From an optimization exercise on the open Yosys and OpenROAD flow, aimed at a short achievable clock period and few clock cycles per item; shortcuts taken in it are not production practice. Only simulation tests tie the RTL to the original design; equivalence was not proved. Power and IR drop assume default switching activity.

$ cat design/flow/config.mk
export PLATFORM = sky130hd
export DESIGN_NAME = cpu_top
export DESIGN_NICKNAME = cpu_top
export VERILOG_FILES = /design/flow/design.v
export SDC_FILE = /design/flow/constraint.sdc
export NUM_CORES = 4
export LEC_CHECK = 0
export ABC_CLOCK_PERIOD_IN_PS = 2000
export CAP_MARGIN = 20
export CORE_MARGIN = 2
export CORE_UTILIZATION = 35
export SETUP_SLACK_MARGIN = 4.5
export SLEW_MARGIN = 20
$ cat design/flow/constraint.sdc
create_clock -name core_clock -period 7.0 [get_ports {clk}]
set_input_delay 1.4000 -clock core_clock [delete_from_list [all_inputs] [get_ports {clk}]]
set_output_delay 1.4000 -clock core_clock [all_outputs]
set_load 0.01 [all_outputs]
$ cat design/flow/design.v
package cpu_isa_pkg;
    typedef logic [31:0] word_t;
    typedef logic [4:0]  reg_addr_t;
    typedef enum logic [3:0] {
        op_add  = 4'h1,
        op_addi = 4'h2,
        op_lw   = 4'h3,
        op_sw   = 4'h4
    } opcode_t;
    localparam word_t WORD_BYTES = 32'd4;
endpackage
`timescale 1ns/10ps
module ks_add #(
    parameter int W = 32
) (
    input  logic [W-1:0] a,
    input  logic [W-1:0] b,
    input  logic         ci,
    output logic [W-1:0] s,
    output logic         co
);
    localparam int L = (W > 16) ? 5 : (W > 8) ? 4 : (W > 4) ? 3 : (W > 2) ? 2 : 1;
    logic [W:0] g [L+1];
    logic [W:0] p [L+1];
    assign g[0] = {a & b, ci};
    assign p[0] = {a ^ b, 1'b0};
    for (genvar k = 0; k < L; k++) begin : g_lvl
        for (genvar i = 0; i <= W; i++) begin : g_bit
            if (i >= (1 << k)) begin : g_op
                assign g[k+1][i] = g[k][i] | (p[k][i] & g[k][i - (1 << k)]);
                assign p[k+1][i] = p[k][i] & p[k][i - (1 << k)];
            end else begin : g_pass
                assign g[k+1][i] = g[k][i];
                assign p[k+1][i] = p[k][i];
            end
        end
    end
    assign s  = p[0][W:1] ^ g[L][W-1:0];
    assign co = g[L][W];
endmodule
module ea_add (
    input  logic [31:0] a,
    input  logic [12:0] imm,
    output logic [31:0] s
);
    logic [12:0] lo;
    logic        c13;
    logic [18:0] hi, inc, dec;
    ks_add #(.W(13)) u_lo (.a(a[12:0]), .b(imm), .ci(1'b0), .s(lo), .co(c13));
    assign hi = a[31:13];
    always_comb begin
        for (int i = 0; i < 19; i++) begin
            inc[i] = hi[i] ^ (&(hi | ~((19'd1 << i) - 19'd1)));
            dec[i] = hi[i] ^ ~(|(hi & ((19'd1 << i) - 19'd1)));
        end
    end
    logic [18:0] u0, u1;
    assign u1 = imm[12] ? hi : inc;
    assign u0 = imm[12] ? dec : hi;
    assign s  = {c13 ? u1 : u0, lo};
endmodule
`timescale 1ns/10ps
module cpu_top #(
    parameter cpu_isa_pkg::word_t RESET_PC = 32'h0000_0000,
    parameter int                 NUM_REGS = 32
) (
    input  logic               clk,
    input  logic               rst_n,
    output logic               mem_req,
    output logic               mem_we,
    output cpu_isa_pkg::word_t mem_addr,
    output cpu_isa_pkg::word_t mem_wdata,
    input  cpu_isa_pkg::word_t mem_rdata,
    input  logic               mem_ack
);
    logic        tgt_data;
    logic [29:0] pc;           
    logic        ir_alu;
    logic        ir_addi;
    logic        ir_store;
    logic [12:0] ir_imm;
    logic [4:0]  rd;
    logic [31:0] rd_oh;
    cpu_isa_pkg::word_t opa, opb;
    logic        v1;           
    logic        wbp;          
    cpu_isa_pkg::word_t res;
    cpu_isa_pkg::word_t ea_q;
    logic [15:0] lo_q, hi0_q, hi1_q;
    logic        c16_q, addi_q;
    logic [15:0] lo_s, hi0_s, hi1_s;
    logic        c16_s;
    cpu_isa_pkg::word_t regs [32];
    cpu_isa_pkg::word_t ra, rb, ea;
    logic [31:0] rs1_sel, rs2_sel, stale;
    logic        fetching, fetch_ack, data_ack, load_ack;
    logic        fwd1, fwd2;
    logic [3:0]  op_in;
    assign fetching  = mem_req & !tgt_data;
    assign fetch_ack = fetching & mem_ack;
    assign data_ack  = mem_req & tgt_data & mem_ack;
    assign load_ack  = data_ack & !ir_store;
    assign op_in = mem_rdata[31:28];
    assign stale = rd_oh & {32{wbp}};
    assign fwd1  = wbp & (rd == mem_rdata[4:0]);
    assign fwd2  = wbp & (rd == mem_rdata[9:5]);
    always_comb begin
        ra = {32{fwd1}} & res;
        rb = {32{fwd2}} & res;
        for (int i = 0; i < 32; i++) begin
            rs1_sel[i] = mem_rdata[4:0] == 5'(i) && !stale[i];
            rs2_sel[i] = mem_rdata[9:5] == 5'(i) && !stale[i];
            ra = ra | ({32{rs1_sel[i]}} & regs[i]);
            rb = rb | ({32{rs2_sel[i]}} & regs[i]);
        end
    end
    ea_add u_ea (.a(opa), .imm(ir_imm), .s(ea));
    ks_add #(.W(16)) u_lo  (.a(opa[15:0]),  .b(opb[15:0]),  .ci(1'b0), .s(lo_s),  .co(c16_s));
    ks_add #(.W(16)) u_hi0 (.a(opa[31:16]), .b(opb[31:16]), .ci(1'b0), .s(hi0_s), .co());
    ks_add #(.W(16)) u_hi1 (.a(opa[31:16]), .b(opb[31:16]), .ci(1'b1), .s(hi1_s), .co());
    always_ff @(posedge clk) begin
        ea_q   <= ea;
        lo_q   <= lo_s;
        c16_q  <= c16_s;
        hi0_q  <= hi0_s;
        hi1_q  <= hi1_s;
        addi_q <= ir_addi;
    end
    assign res = addi_q ? ea_q : {c16_q ? hi1_q : hi0_q, lo_q};
    always_ff @(posedge clk or negedge rst_n) begin
        if (!rst_n) begin
            mem_req  <= 1'b0;
            tgt_data <= 1'b0;
            pc       <= RESET_PC[31:2];
            v1       <= 1'b0;
            wbp      <= 1'b0;
        end else begin
            mem_req <= !mem_ack;
            if (fetch_ack) begin
                tgt_data <= op_in == 4'h3 || op_in == 4'h4;
                pc       <= pc + 30'd1;
            end else if (data_ack) begin
                tgt_data <= 1'b0;
            end
            v1  <= fetch_ack;
            wbp <= v1 & ir_alu;
        end
    end
    always_ff @(posedge clk) begin
        mem_addr  <= tgt_data ? ea : {pc, 2'b00};
        mem_we    <= tgt_data & ir_store;
        mem_wdata <= opb;
    end
    always_ff @(posedge clk) begin
        if (fetching) begin
            ir_alu   <= op_in == 4'h1 || op_in == 4'h2;
            ir_addi  <= op_in == 4'h2;
            ir_store <= op_in == 4'h4;
            ir_imm   <= mem_rdata[27:15];
            rd       <= mem_rdata[14:10];
            opa      <= ra;
            opb      <= rb;
            for (int i = 0; i < 32; i++)
                rd_oh[i] <= mem_rdata[14:10] == 5'(i);
        end
    end
    always_ff @(posedge clk or negedge rst_n) begin
        if (!rst_n) begin
            for (int i = 0; i < 32; i++)
                regs[i] <= '0;
        end else begin
            for (int i = 0; i < 32; i++)
                if (rd_oh[i] && load_ack)
                    regs[i] <= mem_rdata;
                else if (stale[i])
                    regs[i] <= res;
        end
    end
endmodule
$ cat design/flow/run.sh
#!/bin/bash
# synth_recipe.tcl (not shown) runs the flow's synth.tcl, then flattens the netlist and writes it again
# the make line also repeats each setting of config.mk as NAME=value (left out here)
make -C /OpenROAD-flow-scripts/flow DESIGN_CONFIG=/design/flow/config.mk WORK_HOME=/design/flow/orfs CLKGATE_MAP_FILE= SYNTH_SCRIPT=/design/flow/synth_recipe.tcl finish
==> out/qor.log, run 1 <==
[worst_setup_path] library cell contributing the largest single delay on the critical path sky130_fd_sc_hd__nand4_1
[clock_tree] clock tree buffer depth 3
[min_path] worst hold path class reg2reg
[global_route] largest net degree at the start of global routing 149
[die] initial core utilization 35.2%
[synthesis] post-synth cell types 74
[sta] RSZ-0062 raised after global routing true
[synthesis] dominant cells by area after synthesis sky130_fd_sc_hd__dfrtp_1 (39%), sky130_fd_sc_hd__a22oi_1 (8.9%), sky130_fd_sc_hd__a21oi_1 (8.5%)
[final_layout] area of the multi-input gates 0.0361 sq mm
[detailed_routing] average vias per placed instance 7.48
[run_status] outcome timing/DRC/antenna clean
[synthesis] proportion of netlist area held by the largest area contributor 39.2%
[clock_tree] TritonCTS clock tree done
[pwr] leakage power summed over all cells 0.0362 uW
[pwr] power consumption 34,800 uW
[clock_tree] cell at the root of the clock tree sky130_fd_sc_hd__clkbuf_16
[flow_run] number of maximum-capacitance constraint violations 0
[final_layout] count of filler cells inserted in the layout 17,611
[synthesis] number of synthesized flops with an enable pin 117
[sta] number of pins exceeding their max-slew limit in the final report 0
[final_layout] most common cell after layout, fill and taps aside sky130_fd_sc_hd__nor2_1
[detailed_routing] Total Routed Length 604,000 microns
[worst_setup_path] element type at the critical path end register
[sta] crit path time final 3.35 ns
[synthesis] flip-flop and latch count after synthesis 1,322
[final_layout] ratio of cells with drive above 1 in the final layout 26.8%
[final_layout] # nets final 8,472
[sta] final hold slack 0.357 ns
[synthesis] mapped cell area 0.0676 sq mm
[synthesis] Top FF cell, synth sky130_fd_sc_hd__dfrtp_1
[synthesis] mean area per synthesized cell 8.72 sq um
[placement] Buffers on Ports 100
[detailed_routing] residual DRC count 0
[clock_tree] CTS H-Tree Depth 4
[clock_tree] clock sink total 1,322
[sta] FMAX 0.298 GHz
[die] overall die width 443 microns
[worst_setup_path] startpoint type of the worst setup path register
[synthesis] Gate Count Post-Synth 7,756
[clock_tree] worst skew pair latency 0.89 ns
[worst_setup_path] Crit path required time 7.33 ns
[detailed_routing] average wire per standard cell 54.3 microns
[sta] share of the clock period used by the worst path 47.9%
[synthesis] Mapped Nets 7,850
[sta] Setup Viol. Count Final 0
[global_route] global-route congestion overflow total 0
[detailed_routing] length of the first detailed-routing pass in iterations 14
[sta] clock tree skew after final layout 0.0424 ns
[clock_tree] clock-pin transition on the worst setup and hold timing paths 0.07 ns
[final_layout] Sequential cell area 0.0330 sq mm
[synthesis] sequential share of the synthesized area 48.7%
[global_route] global-route wire length before repair 757,000 microns
[placement] routability congestion estimate from global placement 1.13
[clock_tree] number of hold buffers added after CTS 0
[pwr] total power per unit cell area 375 mW/mm^2
[worst_setup_path] WP data arrival 3.69 ns
[global_route] All-Layer GR Usage 58.9%
[synthesis] Synthesis Warnings 9
[global_route] number of global-route vias before repair 72,237
[detailed_routing] total number of vias 83,117
[detailed_routing] antenna-violating nets left 0
[worst_setup_path] ordered cell list for the critical path buf_12 > buf_16 > buf_4 > a21oi_2 > buf_8 > a22oi_2 > o22ai_1 > nor4_1 > nand4_1
[global_route] antenna violations before repair 91
[synthesis] fraction of synthesis flops using an asynchronous set or reset pin 80.0%
[worst_setup_path] Crit Path Max Fanout 14
[clock_tree] Inserted Clock Buffers 158
[die] I/O pin count 101
[sta] Worst slew margin 17.0%
[sta] final hold violation count 0
[die] Die H 443 microns
[sta] transition at the pin with the smallest max-transition slack 1.24 ns
[die] floorplan die area 0.197 sq mm
[worst_setup_path] critical path's largest stage delay 0.72 ns
[sta] setup TNS after final layout 0 ns
[worst_setup_path] worst setup path category reg2reg
[worst_setup_path] setup slack of the most critical reg-to-reg path 3.65 ns
[die] count of standard-cell rows 161
[detailed_routing] count of routing violations after the opening detailed-route iteration 17,401
[pwr] peak ir drop on the vdd network 252 uV
[die] core area 0.192 sq mm
[final_layout] most frequent cells in the layout sky130_fd_sc_hd__nor2_1 (1,153), sky130_fd_sc_hd__dfrtp_1 (1,055), sky130_fd_sc_hd__a21oi_1 (1,051)
[final_layout] area overhead of the layout relative to synthesis 37.4%
[placement] post-detail-place hpwl 382,000 microns
[synthesis] post-synthesis cell type with the largest combined area sky130_fd_sc_hd__dfrtp_1
-- flip-flops by register name, indices dropped and copies added (netlist names), 5 cells and up --
name       flops
regs        1024
ea_q          32
mem_addr      32
mem_wdata     32
opa           32
opb           32
rd_oh         32
pc            30
hi0_q         16
hi1_q         16
lo_q          16
ir_imm        13
rd             5
-- per-stage QoR --
step / setup slack [ns] / util (%) / area (sq um) / std cells
5_1_grt: 3.76 / 48.3 / 92800 / 11058
2_1_floorplan: 3.67 / - / 70100 / 7756
3_3_place_gp: 1.25 / 38.4 / 73700 / 10013
6_report: 3.65 / 48.3 / 92900 / 11119
3_5_place_dp: 1.52 / 38.4 / 73900 / 10020
4_1_cts: 3.98 / 46.4 / 89200 / 10891
-- Yosys cell counts (all sizes together), types with 6 or more instances --
cell type,instances
nand3,78
nor3,50
nand2b,20
nor4,34
edfxtp,117
o21ai,586
ha,56
nor2,1170
or3b,8
o221ai,6
a22o,103
nand4,75
dfrtp,1058
nand3b,11
a31oi,35
a21o,16
nor2b,84
and4,8
clkbuf,560
buf,238
and2,40
xor2,30
a22oi,803
o22a,8
o2111ai,25
nand2,635
or3,16
nor3b,17
o211ai,17
or4,14
a221o,18
o22ai,144
a21oi,1154
a222oi,11
a211oi,23
inv,35
mux2i,46
xnor2,74
and3,24
o21a,13
mux2,36
a221oi,82
dfxtp,147
-- final cells by class --
cell class | instances | area share (%)
sequential | 1322 | 35.5
clock inverter | 60 | 0.772
timing repair buffer | 1254 | 16.1
clock buffer | 233 | 4.98
multi-input combinational | 5607 | 38.9
tap | 2526 | 3.40
inverter | 35 | 0.151
antenna | 82 | 0.221
-- logic make-up after synthesis --
| kind of cell | share of synthesized area [%] |
|---|---|
| adders and majority gates | 1.13 |
| buffers and inverters | 5.07 |
| AOI/OAI and AO/OA | 27.9 |
| and+or+nand+nor | 14.6 |
| DFF | 48.7 |
| muxes | 1.28 |
| xor gates and xnor gates | 1.35 |
-- routing by layer --
metal | global-route usage (%) | part of all wire (%) | up-vias | routed length (microns)
met5 | 13.3 | 0.75 | - | 4510
met4 | 42.9 | 9.4 | 100 | 56800
met3 | 39.5 | 18 | 2937 | 109000
met2 | 73.0 | 36 | 9558 | 219000
met1 | 69.7 | 36 | 41061 | 214000
li1 | - | - | 29461 | -
-- critical path, delay by kind of cell, from the launching register on --
| family | cells | cell delay [ns] |
|---|---|---|
| AND/OR/NAND/NOR | 2 | 1.01 |
| buffers and inverters | 4 | 0.76 |
| AO/OA/AOI/OAI | 3 | 0.56 |
| flip-flops | 1 | 0.46 |
-- worst paths after layout --
kind                          endpoint  startpoint  cells past startpoint
max                            opb[10]         wbp                      9
min                             addi_q     ir_addi                      0
max reg2reg                    opb[10]         wbp                      9
min reg2reg                     addi_q     ir_addi                      0
max in group asynchronous  regs[0][24]       rst_n                      2
min in group asynchronous  regs[30][9]       rst_n                      1
-- where the power goes --
part	leakage [uW]	internal, uW	switching, uW
logic	0.0188	3680	6000
clock network	0.00261	4900	3920
registers	0.0148	10700	5590
total	0.0362	19300	15500
-- repair_timing --
action                      CTS  global route
resized for setup          1208           453
buffers inserted            542           138
setup endpoints to repair  1280           839
pin swaps                   205           217
cloned                       36             7
Testbench counts, summed over its fixed seeds: cycles 52,712, instrs 17,856.
==> run 2, diff against run 1 <==
--- a/design/flow/design.v
+++ b/design/flow/design.v
@@ -84,6 +84,7 @@
     cpu_isa_pkg::word_t opa, opb;
     logic        v1;           
     logic        wbp;          
+    logic [31:0] stale;        
     cpu_isa_pkg::word_t res;
     cpu_isa_pkg::word_t ea_q;
     logic [15:0] lo_q, hi0_q, hi1_q;
@@ -92,7 +93,7 @@
     logic        c16_s;
     cpu_isa_pkg::word_t regs [32];
     cpu_isa_pkg::word_t ra, rb, ea;
-    logic [31:0] rs1_sel, rs2_sel, stale;
+    logic [31:0] rs1_sel, rs2_sel;
     logic        fetching, fetch_ack, data_ack, load_ack;
     logic        fwd1, fwd2;
     logic [3:0]  op_in;
@@ -101,7 +102,6 @@
     assign data_ack  = mem_req & tgt_data & mem_ack;
     assign load_ack  = data_ack & !ir_store;
     assign op_in = mem_rdata[31:28];
-    assign stale = rd_oh & {32{wbp}};
     assign fwd1  = wbp & (rd == mem_rdata[4:0]);
     assign fwd2  = wbp & (rd == mem_rdata[9:5]);
     always_comb begin
@@ -134,6 +134,7 @@
             pc       <= RESET_PC[31:2];
             v1       <= 1'b0;
             wbp      <= 1'b0;
+            stale    <= '0;
         end else begin
             mem_req <= !mem_ack;
             if (fetch_ack) begin
@@ -143,7 +144,8 @@
                 tgt_data <= 1'b0;
             end
             v1  <= fetch_ack;
-            wbp <= v1 & ir_alu;
+            wbp   <= v1 & ir_alu;
+            stale <= rd_oh & {32{v1 & ir_alu}};
         end
     end
     always_ff @(posedge clk) begin
--- a/design/flow/config.mk
+++ b/design/flow/config.mk
@@ -9,5 +9,7 @@
 export CAP_MARGIN = 20
 export CORE_MARGIN = 2
 export CORE_UTILIZATION = 35
+export CTS_CLUSTER_DIAMETER = 80
+export CTS_CLUSTER_SIZE = 40
 export SETUP_SLACK_MARGIN = 4.5
 export SLEW_MARGIN = 20
==> out/qor.log, run 2 <==
[clock_tree] clock tree buffer depth 3 [unchanged]
[placement] post-detail-place hpwl 248,000 microns [-35%]
[synthesis] top cells by instance count after synthesis sky130_fd_sc_hd__nand2_1 (1,635), sky130_fd_sc_hd__o21ai_0 (1,589), sky130_fd_sc_hd__dfrtp_1 (1,090), sky130_fd_sc_hd__a22oi_1 (832), sky130_fd_sc_hd__clkbuf_1 (575)
[synthesis] fraction of synthesis flops using an asynchronous set or reset pin 80.5% [+0.47 points]
[die] overall die width 460 microns [+3.7%]
[synthesis] Simple-Gate Fraction of Synth Area 14.3% [-0.31 points]
[synthesis] mean area per synthesized cell 8.93 sq um [+2.4%]
[clock_tree] CTS H-Tree Depth 3 [-1]
[clock_tree] number of hold buffers added after CTS 0 [unchanged]
[synthesis] proportion of netlist area held by the largest area contributor 37.5% [-1.6 points]
[run_status] outcome aborted with a tool error
[global_route] largest net degree at the start of global routing 153
[global_route] All-Layer GR Usage 66.2%
[die] Die H 460 microns [+3.7%]
[synthesis] post-synth cell types 85 [+15%]
[die] initial core utilization 35.2% [about the same]
[synthesis] adder and majority cell fraction of the synthesized area 1.05% [-0.079 points]
[clock_tree] clock sink total 1,354 [+2.4%]
[synthesis] sequential share of the synthesized area 46.4% [-2.3 points]
[synthesis] post-synthesis cell type with the largest combined area sky130_fd_sc_hd__dfrtp_1
[synthesis] dominant cells by area after synthesis sky130_fd_sc_hd__dfrtp_1 (38%), sky130_fd_sc_hd__o21ai_0 (11%), sky130_fd_sc_hd__a22oi_1 (8.6%)
[synthesis] largest family of logic cells by synthesized area compound AO/OA/AOI/OAI gates
[synthesis] Gate Count Post-Synth 8,141 [+5.0%]
[global_route] global-route congestion overflow total 116
[synthesis] most repeated cell in the gate-level netlist after synthesis sky130_fd_sc_hd__nand2_1
[run_status] First Error [ERROR GRT-0232] Routing congestion too high. Check the congestion heatmap in the GUI.
[run_status] last step reached global routing
[synthesis] number of synthesized flops with an enable pin 117 [unchanged]
[placement] Buffers on Ports 100 [unchanged]
[clock_tree] cell at the root of the clock tree sky130_fd_sc_hd__clkbuf_16
[synthesis] Mapped Nets 8,235 [+4.9%]
[synthesis] Top FF cell, synth sky130_fd_sc_hd__dfrtp_1
[synthesis] fraction of synthesized area in multiplexers 7.75% [+6.5 points]
[synthesis] mapped cell area 0.0727 sq mm [+7.5%]
[placement] routability congestion estimate from global placement 1.03 [-8.9%]
[die] I/O pin count 101 [unchanged]
[synthesis] xor/xnor share of the synthesized area 1.19% [-0.16 points]
[synthesis] area fraction in compound gates after synthesis 24.0% [-3.9 points]
[die] count of standard-cell rows 167 [+3.7%]
[clock_tree] Inserted Clock Buffers 100 [-37%]
[synthesis] flip-flop and latch count after synthesis 1,354 [+2.4%]
[synthesis] Synthesis Warnings 9 [unchanged]
## run 2: cell types whose count changed after synthesis, sizes merged, moves of 73 or more
| cell | change |
|---|---|
| mux2i | +500 |
| o22ai | -144 |
| a21oi | -1088 |
| nor2b | -73 |
| nor2 | -1071 |
| o21ai | +1021 |
| nand4 | +148 |
| nand2 | +1006 |
## run 2: worst min path at each step
stage                     startpoint      to  slack [ns]  cells past startpoint
after floorplan              ir_addi  addi_q        0.32                      0
after global placement       ir_addi  addi_q        0.33                      0
after CTS                    ir_addi  addi_q        0.36                      0
after detailed placement     ir_addi  addi_q        0.34                      0
## run 2: stage by stage
stage / util [%] / instance area, sq um / setup slack (ns) / cells / hold slack (ns)
floorplan: - / 75400 / 3.92 / 8141 / 0.323
global placement: 37.3 / 77000 / 1.73 / 10311 / 0.325
detailed placement: 37.3 / 77100 / 1.69 / 10320 / 0.337
CTS: 45.8 / 94600 / 4.23 / 11311 / 0.361
## run 2: logic make-up after synthesis
family / count (synthesis)
muxes: 561
AOI/OAI and AO/OA: 2827
xor gates and xnor gates: 97
and+or+nand+nor: 2319
adders and majority gates: 59
DFF: 1354
buffers and inverters: 924
## run 2: power by group through the flow
stage               clock [uW]  sequential, uW  combinational [uW]
CTS                       7130           15300                7800
detailed placement           0           15400                7010
global placement             0           15400                6760
floorplan                    0           13200                4920
## run 2: per-layer routing
metal	GRT overflow	GRT usage (%)
met5	10	47.1
met4	37	58.9
met3	21	62.6
met2	35	74.4
met1	13	66.0
## run 2: timing repair
action / in CTS
endpoints found under the hold margin: 0
cloned: 162
resized for setup: 1138
pin swaps: 233
setup endpoints to repair: 1227
buffers inserted: 639
Testbench counts of run 2, summed over its fixed seeds: cycles 52,712, instrs 17,856.
==> run 3, diff against run 2 <==
--- a/design/flow/design.v
+++ b/design/flow/design.v
@@ -129,14 +129,12 @@
     assign res = addi_q ? ea_q : {c16_q ? hi1_q : hi0_q, lo_q};
     always_ff @(posedge clk or negedge rst_n) begin
         if (!rst_n) begin
-            mem_req  <= 1'b0;
             tgt_data <= 1'b0;
             pc       <= RESET_PC[31:2];
             v1       <= 1'b0;
             wbp      <= 1'b0;
             stale    <= '0;
         end else begin
-            mem_req <= !mem_ack;
             if (fetch_ack) begin
                 tgt_data <= op_in == 4'h3 || op_in == 4'h4;
                 pc       <= pc + 30'd1;
@@ -147,6 +145,9 @@
             wbp   <= v1 & ir_alu;
             stale <= rd_oh & {32{v1 & ir_alu}};
         end
+    end
+    always_ff @(posedge clk) begin
+        mem_req <= rst_n & !mem_ack;
     end
     always_ff @(posedge clk) begin
         mem_addr  <= tgt_data ? ea : {pc, 2'b00};
--- a/design/flow/config.mk
+++ b/design/flow/config.mk
@@ -8,8 +8,8 @@
 export ABC_CLOCK_PERIOD_IN_PS = 2000
 export CAP_MARGIN = 20
 export CORE_MARGIN = 2
-export CORE_UTILIZATION = 35
+export CORE_UTILIZATION = 30
 export CTS_CLUSTER_DIAMETER = 80
 export CTS_CLUSTER_SIZE = 40
-export SETUP_SLACK_MARGIN = 4.5
+export SETUP_SLACK_MARGIN = 4.3
 export SLEW_MARGIN = 20
==> out/qor.log, run 3 <==
[run_status] outcome aborted with a tool error
[run_status] last step reached global routing
[run_status] First Error [ERROR GRT-0232] Routing congestion too high. Check the congestion heatmap in the GUI.
[synthesis] Gate Count Post-Synth 8,138 [-0.037%]
[global_route] largest net degree at the start of global routing 145
[synthesis] number of synthesized flops with an enable pin 117 [unchanged]
[global_route] global-route congestion overflow total 1
[placement] post-detail-place hpwl 244,000 microns [-1.5%]
[die] count of standard-cell rows 180 [+7.8%]
[synthesis] mean area per synthesized cell 8.93 sq um [about the same]
[die] Die H 496 microns [+8.0%]
[placement] Buffers on Ports 100 [unchanged]
[synthesis] fraction of synthesis flops using an asynchronous set or reset pin 80.4% [about the same]
[clock_tree] number of hold buffers added after CTS 0 [unchanged]
[die] initial core utilization 30.2% [-5.0 points]
[synthesis] Top FF cell, synth sky130_fd_sc_hd__dfrtp_1
[clock_tree] cell at the root of the clock tree sky130_fd_sc_hd__clkbuf_16
[synthesis] dominant cells by area after synthesis sky130_fd_sc_hd__dfrtp_1 (37%), sky130_fd_sc_hd__o21ai_0 (11%), sky130_fd_sc_hd__nand2_1 (8.5%)
[synthesis] flip-flop and latch count after synthesis 1,354 [unchanged]
[clock_tree] clock sink total 1,354 [unchanged]
[placement] routability congestion estimate from global placement 1.04 [+0.25%]
[synthesis] sequential share of the synthesized area 46.4% [about the same]
[synthesis] most repeated cell in the gate-level netlist after synthesis sky130_fd_sc_hd__nand2_1
[die] I/O pin count 101 [unchanged]
[synthesis] Synthesis Warnings 9 [unchanged]
[synthesis] mapped cell area 0.0727 sq mm [about the same]
[global_route] All-Layer GR Usage 43.0%
[clock_tree] CTS H-Tree Depth 3 [unchanged]
[clock_tree] clock tree buffer depth 3 [unchanged]
[clock_tree] Inserted Clock Buffers 91 [-9.0%]
[placement] Setup Slack @ Placement 1.89 ns [+0.203 ns]
[placement] dpl cells 10,795 [+4.6%]
[synthesis] post-synth cell types 87 [+2.4%]
[synthesis] proportion of netlist area held by the largest area contributor 37.5% [-0.047 points]
[die] overall die width 496 microns [+8.0%]
[placement] Post-Place Cell Area 0.0775 sq mm [+0.48%]
[synthesis] top cells by instance count after synthesis sky130_fd_sc_hd__nand2_1 (1,638), sky130_fd_sc_hd__o21ai_0 (1,578), sky130_fd_sc_hd__dfrtp_1 (1,089), sky130_fd_sc_hd__a22oi_1 (804), sky130_fd_sc_hd__mux2i_1 (546)
[synthesis] Mapped Nets 8,232 [-0.036%]
[synthesis] post-synthesis cell type with the largest combined area sky130_fd_sc_hd__dfrtp_1
run 3: kinds of logic after synthesis:
family / after synthesis / synth area share (%)
xor+xnor: 97 / 1.19
simple gates: 2322 / 14.2
buf+inv: 923 / 5.35
compound gates: 2822 / 24.0
fa+ha+maj: 59 / 1.05
mux: 561 / 7.75
flops: 1354 / 46.4
run 3: power by group through the flow:
stage                     registers, uW  logic [uW]  clock network, uW
after floorplan                   12100        3430                  0
after global placement            13600        4700                  0
after detailed placement          13600        4920                  0
after CTS                         13500        5290               6640
run 3: per-stage QoR:
stage / hold slack, ns / total power, uW
2_1_floorplan: 0.323 / 15500
3_3_place_gp: 0.328 / 18300
3_5_place_dp: 0.334 / 18500
4_1_cts: 0.358 / 25500
run 3: routing by layer:
metal,overflow,global-route usage [%]
met1,0,45.0
met2,0,51.4
met3,1,34.6
met4,0,37.2
met5,0,25.9
run 3: worst min-delay path by stage:
| stage | cells after the start | from | to |
|---|---|---|---|
| after CTS | 0 | ir_addi | addi_q |
| after detailed placement | 0 | ir_addi | addi_q |
| after floorplan | 0 | ir_addi | addi_q |
| after global placement | 0 | ir_addi | addi_q |
run 3: timing repair:
item | in CTS
resized for setup | 833
buffers inserted | 390
cloned | 95
endpoints found under the setup margin | 1230
pin swaps | 185
Testbench counts of run 3, summed over its fixed seeds: cycles 52,712, instrs 17,856.

-- re-timing with driven ports --
The results above use ideal ports. As a check the final layout listed here was re-extracted and re-timed, cells and wires unchanged.
Step 1: set_driving_cell puts a clkbuf_16 on clk and a buf_2 on each other input, an assumption about the parent block.
Step 2, shift: input delay + t, output delay - t, t = (earliest + latest rising clock arrival at the registers) / 2. This alone moves slack from input paths to output paths.
a / b / c = ideal ports / drivers / drivers and shift; a / b = the first two.
run: run 1
t, ns: 0.962
slack for setup (ns): 3.647 / 3.647 / 2.752
pins driven straight from the clock port: 1
After both steps setup and hold are still met in run 1. For run 1, drivers alone change the setup slack by 0.000 ns; drivers and shift together by -0.895 ns.
